From an optimization exercise on the open Yosys and OpenROAD flow, aimed at small area; shortcuts taken in it are not production practice.
At most, simulation tests tie the RTL to the original design; equivalence was not proved.
Power figures rest on the tool's default switching activity, not on a simulated workload.

==> module player_scan, before the edit <==
module player_scan
(
	input  display_geom_pkg::coord_t         draw_x,
	input  display_geom_pkg::coord_t         draw_y,
	input  display_geom_pkg::coord_t         ship_x,
	input  display_geom_pkg::coord_t         ship_y,
	input  display_geom_pkg::coord_t         ship_size,
	input  logic [4*10-1:0]  laser_x,
	input  logic [4*10-1:0]  laser_y,
	input  logic [4-1:0]           laser_en,
	output logic                             ship_hit,
	output logic                             laser_hit
);
	function automatic logic le(input logic [10-1:0] a, input logic [10-1:0] b);
		logic c;
		c = 1'b1;
		for (int k = 0; k < 10; k++)
			c = (b[k] & ~a[k]) | (c & (b[k] | ~a[k]));
		le = c;
	endfunction
	function automatic logic [10-1:0] back_dist(input logic [10-1:0] a, input logic [10-1:0] b);
		logic [10-1:0] t;
		logic                c;
		c = 1'b0;
		for (int k = 0; k < 10; k++)
		begin
			t[k] = ~a[k] ^ b[k] ^ c;
			c    = (~a[k] & b[k]) | (c & (~a[k] | b[k]));
		end
		back_dist = t;
	endfunction
	display_geom_pkg::coord_t back_x;
	display_geom_pkg::coord_t back_y;
	logic [4-1:0]   laser_box;
	logic [10:0]        lo_x;
	logic [10:0]        lo_y;
	assign back_x = back_dist(draw_x, ship_x);
	assign back_y = back_dist(draw_y, ship_y);
	assign ship_hit = le(~ship_size, back_x) && le(~ship_size, back_y);
	assign lo_x = {1'b0, draw_x} - (4 - 1);
	assign lo_y = {1'b0, draw_y} - (16 - 1);
	for (genvar i = 0; i < 4; i++)
	begin : g_laser
		assign laser_box[i] = laser_en[i] &&
			le(laser_x[i*10 +: 10], draw_x) &&
			(lo_x[10] || le(lo_x[10-1:0], laser_x[i*10 +: 10])) &&
			le(laser_y[i*10 +: 10], draw_y) &&
			(lo_y[10] || le(lo_y[10-1:0], laser_y[i*10 +: 10]));
	end
	assign laser_hit = |laser_box;
endmodule
Settings: LEC_CHECK=0, CAP_MARGIN=10, CORE_MARGIN=2, CORE_UTILIZATION=40, CTS_BUF_LIST=sky130_fd_sc_hd__clkbuf_4, GPL_TIMING_DRIVEN=0, PLACE_DENSITY=0.75, SLEW_MARGIN=10; clock period 7.0 ns.
standard.sh (not shown) runs the stock make flow with config.mk's settings and CLKGATE_MAP_FILE= SYNTH_SCRIPT=/design/flow/synth_recipe.tcl, a recipe that flattens the netlist after the stock synthesis.
==> flow/flow/run.sh <==
#!/bin/bash
# Layout flow: the standard ORFS flow with two changes.
#  1. Synthesis keeps the output stage (pixel_priority) as a module of its
#     own until mapping, and maps it with flow/prio.abc, a delay-aware ABC
#     script; the rest, flattened, is mapped with flow/scan.abc, an
#     area-oriented one. Both replace ORFS's delay-oriented ABC script.
#     Everything else in synthesis is the standard flow's own script, which flattens
#     the design before writing it.
#  2. Port buffers use the smallest buffer cell (buf_1).
# Each tool's output goes to a log file of its own in this folder.
set -euo pipefail
here=$(pwd)

# synthesis script: the standard flow's, with the abc call run once per group of modules
cat > "$here/flow_synth.tcl" <<EOT
proc abc {args} {
  set i [lsearch \$args -script]
  foreach {scr sel} {$here/flow/prio.abc pixel_priority $here/flow/scan.abc color_mapper} {
    set a [lreplace \$args [expr {\$i+1}] [expr {\$i+1}] \$scr]
    yosys abc {*}\$a {*}\$sel
  }
}
EOT
cat "$here/synth_recipe.tcl" >> "$here/flow_synth.tcl"

# standard.sh with our synthesis script
sed "s#SYNTH_SCRIPT=[^ ]*#SYNTH_SCRIPT=$here/flow_synth.tcl#" "$here/standard.sh" > "$here/flow_standard.sh"
grep -q "SYNTH_SCRIPT=$here/flow_synth.tcl" "$here/flow_standard.sh"

SYNTH_KEEP_MODULES=pixel_priority bash "$here/flow_standard.sh" synth > "$here/synth.log" 2>&1

export BUFFER_PORTS_ARGS="-buffer_cell sky130_fd_sc_hd__buf_1"
bash "$here/flow_standard.sh" finish > "$here/layout.log" 2>&1
==> flow/flow/prio.abc <==
strash
dch -f
map -D 4500
topo
buffer -p
upsize -D 4500
dnsize -D 4500
==> flow/flow/scan.abc <==
strash
&get -n
&st
&syn2
&dch
&nf -a -R 1000 -F 8 -A 8 -C 32
&st
&dch -f
&nf -a -R 1000 -F 8 -A 8 -C 32
&put
topo
Edit:
--- a/flow/design.v
+++ b/flow/design.v
@@ -99,23 +99,37 @@
 		le = c;
 	endfunction
-	function automatic logic [10-1:0] back_dist(input logic [10-1:0] a, input logic [10-1:0] b);
-		logic [10-1:0] t;
-		logic                c;
-		c = 1'b0;
-		for (int k = 0; k < 10; k++)
+	function automatic logic [10-1:0] wrap_sub(input logic [10-1:0] a, input logic [10-1:0] b);
+		logic [10-1:0] d;
+		logic                bw;
+		logic                gen;
+		logic                prop;
+		bw = 1'b0;
+		for (int k = 0; k < 10 / 2; k++)
 		begin
-			t[k] = ~a[k] ^ b[k] ^ c;
-			c    = (~a[k] & b[k]) | (c & (~a[k] | b[k]));
+			d[k] = a[k] ^ b[k] ^ bw;
+			bw   = (b[k] & ~a[k]) | (bw & (b[k] | ~a[k]));
 		end
-		back_dist = t;
+		gen  = 1'b0;
+		prop = 1'b1;
+		for (int k = 0; k < 10 / 2; k++)
+		begin
+			gen  = (b[k] & ~a[k]) | ((b[k] | ~a[k]) & gen);
+		end
+		bw = gen;
+		for (int k = 10 / 2; k < 10; k++)
+		begin
+			d[k] = a[k] ^ b[k] ^ bw;
+			bw   = (b[k] & ~a[k]) | (bw & (b[k] | ~a[k]));
+		end
+		wrap_sub = d;
 	endfunction
-	display_geom_pkg::coord_t back_x;
-	display_geom_pkg::coord_t back_y;
+	display_geom_pkg::coord_t dist_x;
+	display_geom_pkg::coord_t dist_y;
 	logic [4-1:0]   laser_box;
 	logic [10:0]        lo_x;
 	logic [10:0]        lo_y;
-	assign back_x = back_dist(draw_x, ship_x);
-	assign back_y = back_dist(draw_y, ship_y);
-	assign ship_hit = le(~ship_size, back_x) && le(~ship_size, back_y);
+	assign dist_x = wrap_sub(draw_x, ship_x);
+	assign dist_y = wrap_sub(draw_y, ship_y);
+	assign ship_hit = le(dist_x, ship_size) && le(dist_y, ship_size);
 	assign lo_x = {1'b0, draw_x} - (4 - 1);
 	assign lo_y = {1'b0, draw_y} - (16 - 1);
What happened: The changed run went through all stages and came out clean. Design area decreases by 0.61%. Cell count increases by 2.0%. Routed wire length increases by about 1%. Clock-buffer cell count stays the same. Flip-flop and latch count does not change. Clock power increases by about 14%. Power decreases by about 0.5%.
For the first run of this note, only the layout was checked, not whether the RTL still works.


Setup of v6:
color_mapper with an RTL version that a note above also has.
For scale: roughly 1400 cells after synthesis.
==> module lives_hud, before the edit <==
module lives_hud
(
	input  display_geom_pkg::coord_t draw_x,
	input  display_geom_pkg::coord_t draw_y,
	input  display_geom_pkg::coord_t lives_x,
	input  display_geom_pkg::coord_t lives_y,
	input  display_geom_pkg::lives_t num_lives,
	output logic   lives_hit,
	output pixel_color_pkg::rgb_t   lives_rgb
);
	localparam logic [16*8-1:0] HEART = 128'h0000_0000_0000_183c_7eff_ffff_6600_0000;
	function automatic logic [10:0] sub(input logic [10-1:0] a, input logic [10-1:0] b);
		logic [10-1:0] d;
		logic                bw;
		bw = 1'b0;
		for (int k = 0; k < 10; k++)
		begin
			d[k] = a[k] ^ b[k] ^ bw;
			bw   = (b[k] & ~a[k]) | (bw & (b[k] | ~a[k]));
		end
		sub = {bw, d};
	endfunction
	logic [10:0]   off_x;
	logic [10:0]   off_y;
	logic [3:0]          glyph_row;
	logic [8-1:0] glyph_bits;
	logic                lit;
	assign off_x = sub(draw_x, lives_x);
	assign off_y = sub(draw_y, lives_y);
	assign lives_hit = !off_x[10] && (off_x[10-1:5] == '0) && (off_x[4:3] < num_lives) &&
		!off_y[10] && (off_y[10-1:4] == '0);
	assign glyph_row = off_y[3:0];
	always_comb
	begin
		glyph_bits = HEART[glyph_row*8 +: 8];
	end
	assign lit = glyph_bits[draw_x[2:0]];
	assign lives_rgb = lit ? pixel_color_pkg::rgb_t'(12'hf00) : pixel_color_pkg::rgb_t'('0);
endmodule
==> flow/config.mk <==
export PLATFORM = sky130hd
export DESIGN_NAME = color_mapper
export DESIGN_NICKNAME = color_mapper
export VERILOG_FILES = /design/flow/design.v
export SDC_FILE = /design/flow/constraint.sdc
export NUM_CORES = 4
export LEC_CHECK = 0
export CAP_MARGIN = 10
export CORE_MARGIN = 2
export CORE_UTILIZATION = 40
export CTS_BUF_LIST = sky130_fd_sc_hd__clkbuf_4
export SLEW_MARGIN = 10
export SYNTH_HIERARCHICAL = 1
==> flow/constraint.sdc <==
create_clock -name core_clock -period 7.0 [get_ports {clk}]
set_input_delay 1.4000 -clock core_clock [delete_from_list [all_inputs] [get_ports {clk}]]
set_output_delay 1.4000 -clock core_clock [all_outputs]
set_load 0.01 [all_outputs]
==> flow/flow/run.sh <==
#!/bin/bash
# Layout flow: the standard ORFS flow with two changes.
#  1. Synthesis (hierarchical, set in config.mk) maps each module with an
#     area-oriented ABC script in place of ORFS's delay-oriented one:
#     flow/prio.abc for the output stage, flow/scan.abc for the hit tests.
#     Everything else in synthesis is the standard flow's own script.
#  2. Port buffers use the smallest buffer cell (buf_1).
# Each tool's output goes to a log file of its own in this folder.
set -euo pipefail
here=$(pwd)

# synthesis script: the standard flow's, with the abc call run once per group of modules
cat > "$here/flow_synth.tcl" <<EOT
proc abc {args} {
  set i [lsearch \$args -script]
  foreach {scr sel} {$here/flow/prio.abc pixel_priority $here/flow/scan.abc {enemy_scan player_scan lives_hud color_mapper}} {
    set a [lreplace \$args [expr {\$i+1}] [expr {\$i+1}] \$scr]
    yosys abc {*}\$a {*}\$sel
  }
}
EOT
cat "$here/synth_recipe.tcl" >> "$here/flow_synth.tcl"

# standard.sh with our synthesis script
sed "s#SYNTH_SCRIPT=[^ ]*#SYNTH_SCRIPT=$here/flow_synth.tcl#" "$here/standard.sh" > "$here/flow_standard.sh"
grep -q "SYNTH_SCRIPT=$here/flow_synth.tcl" "$here/flow_standard.sh"

bash "$here/flow_standard.sh" synth > "$here/synth.log" 2>&1

export BUFFER_PORTS_ARGS="-buffer_cell sky130_fd_sc_hd__buf_1"
bash "$here/flow_standard.sh" finish > "$here/layout.log" 2>&1
==> flow/flow/scan.abc <==
strash
&get -n
&st
&syn2
&dch
&nf -a -R 1000
&st
&dch -f
&nf -a -R 1000
&st
&dch -f
&nf -a -R 1000
&put
topo
Scripts as last shown in full above: flow/flow/prio.abc
v6 has completed all stages; timing, DRC and antenna checks passed.
### v6 -> v7
--- a/flow/design.v
+++ b/flow/design.v
@@ -155,30 +155,43 @@
 	input  display_geom_pkg::lives_t num_lives,
 	output logic   lives_hit,
 	output pixel_color_pkg::rgb_t   lives_rgb
 );
 	localparam logic [16*8-1:0] HEART = 128'h0000_0000_0000_183c_7eff_ffff_6600_0000;
-	function automatic logic [10:0] sub(input logic [10-1:0] a, input logic [10-1:0] b);
+	function automatic logic [10:0] window(input logic [10-1:0] a, input logic [10-1:0] b, input int lo);
 		logic [10-1:0] d;
 		logic                bw;
+		logic                eq0;
+		logic                eq1;
+		logic                carry;
 		bw = 1'b0;
-		for (int k = 0; k < 10; k++)
+		d = '0;
+		for (int k = 0; k < lo; k++)
 		begin
 			d[k] = a[k] ^ b[k] ^ bw;
 			bw   = (b[k] & ~a[k]) | (bw & (b[k] | ~a[k]));
 		end
-		sub = {bw, d};
+		eq0   = 1'b1;
+		eq1   = 1'b1;
+		carry = 1'b1;
+		for (int k = lo; k < 10; k++)
+		begin
+			eq0   = eq0 & (a[k] == b[k]);
+			eq1   = eq1 & (a[k] == (b[k] ^ carry));
+			carry = carry & b[k];
+		end
+		eq1 = eq1 & !carry;
+		window = {bw ? eq1 : eq0, d};
 	endfunction
 	logic [10:0]   off_x;
 	logic [10:0]   off_y;
 	logic [3:0]          glyph_row;
 	logic [8-1:0] glyph_bits;
 	logic                lit;
-	assign off_x = sub(draw_x, lives_x);
-	assign off_y = sub(draw_y, lives_y);
-	assign lives_hit = !off_x[10] && (off_x[10-1:5] == '0) && (off_x[4:3] < num_lives) &&
-		!off_y[10] && (off_y[10-1:4] == '0);
+	assign off_x = window(draw_x, lives_x, 5);
+	assign off_y = window(draw_y, lives_y, 4);
+	assign lives_hit = off_x[10] && (off_x[4:3] < num_lives) && off_y[10];
 	assign glyph_row = off_y[3:0];
 	always_comb
 	begin
 		glyph_bits = HEART[glyph_row*8 +: 8];
 	end
### Flow results
v7 does better than v6 on final total power.
Final-report max-slew violation count: v6 vs v7 identical
[diff] minimum clock period, v7 relative to v6: improvement
v7 reports a higher first-pass iteration count of the detailed router than v6 does.
When v7 is measured against v6, its non-clock buffer count turns out 4 higher.
v7 against v6: leakage power total now larger; hold slack went up by 12 ps.
Taking v6 as the reference, in v7 routed length on met2 shows an increase of 17%, height of the die increased 0.34%.
The run with more routed wire is v7, not v6.
Detailed-route via count was lower in v6 than in v7.
Per the comparison of v7 with v6, end-of-flow core utilization +0.22 points, worst setup slack +240 ps.

[separate check: timing with driven ports]
The flow's constraints put no driver on any port. The routed layouts listed below were extracted and timed again, unchanged, in two steps. Step 1: set_driving_cell puts a clkbuf_16 on clk and a buf_2 on each other input, an assumption about the parent block. Step 2, shift: input delay + t, output delay - t, t = (earliest + latest rising clock arrival at the registers) / 2. This alone moves slack from input paths to output paths. a / b / c = ideal / step 1 / step 2; a / b = the first two.
| run | t (ns) | setup WS [ns] | clock arrival spread, ns | worst data-port slew with drivers (ns) |
|---|---|---|---|---|
| the first run of note 1 | 0.274 | 0.133 / 0.010 / -0.264 | 0.002 / 0.002 | 0.19 |
| the second run of note 1 | 0.298 | 0.287 / 0.278 / -0.020 | 0.005 / 0.005 | 0.14 |
| v6 | 0.302 | 0.289 / 0.286 / -0.016 | 0.005 / 0.005 | 0.16 |
| v7 | 0.296 | 0.528 / 0.531 / 0.235 | 0.007 / 0.007 | 0.16 |
Met with ideal ports but missed after step 2: setup timing in the first run of note 1, the second run of note 1 and v6. The setup slack of the first run of note 1, which loses most, moves by -0.123 ns with the drivers and by -0.397 ns with both steps.
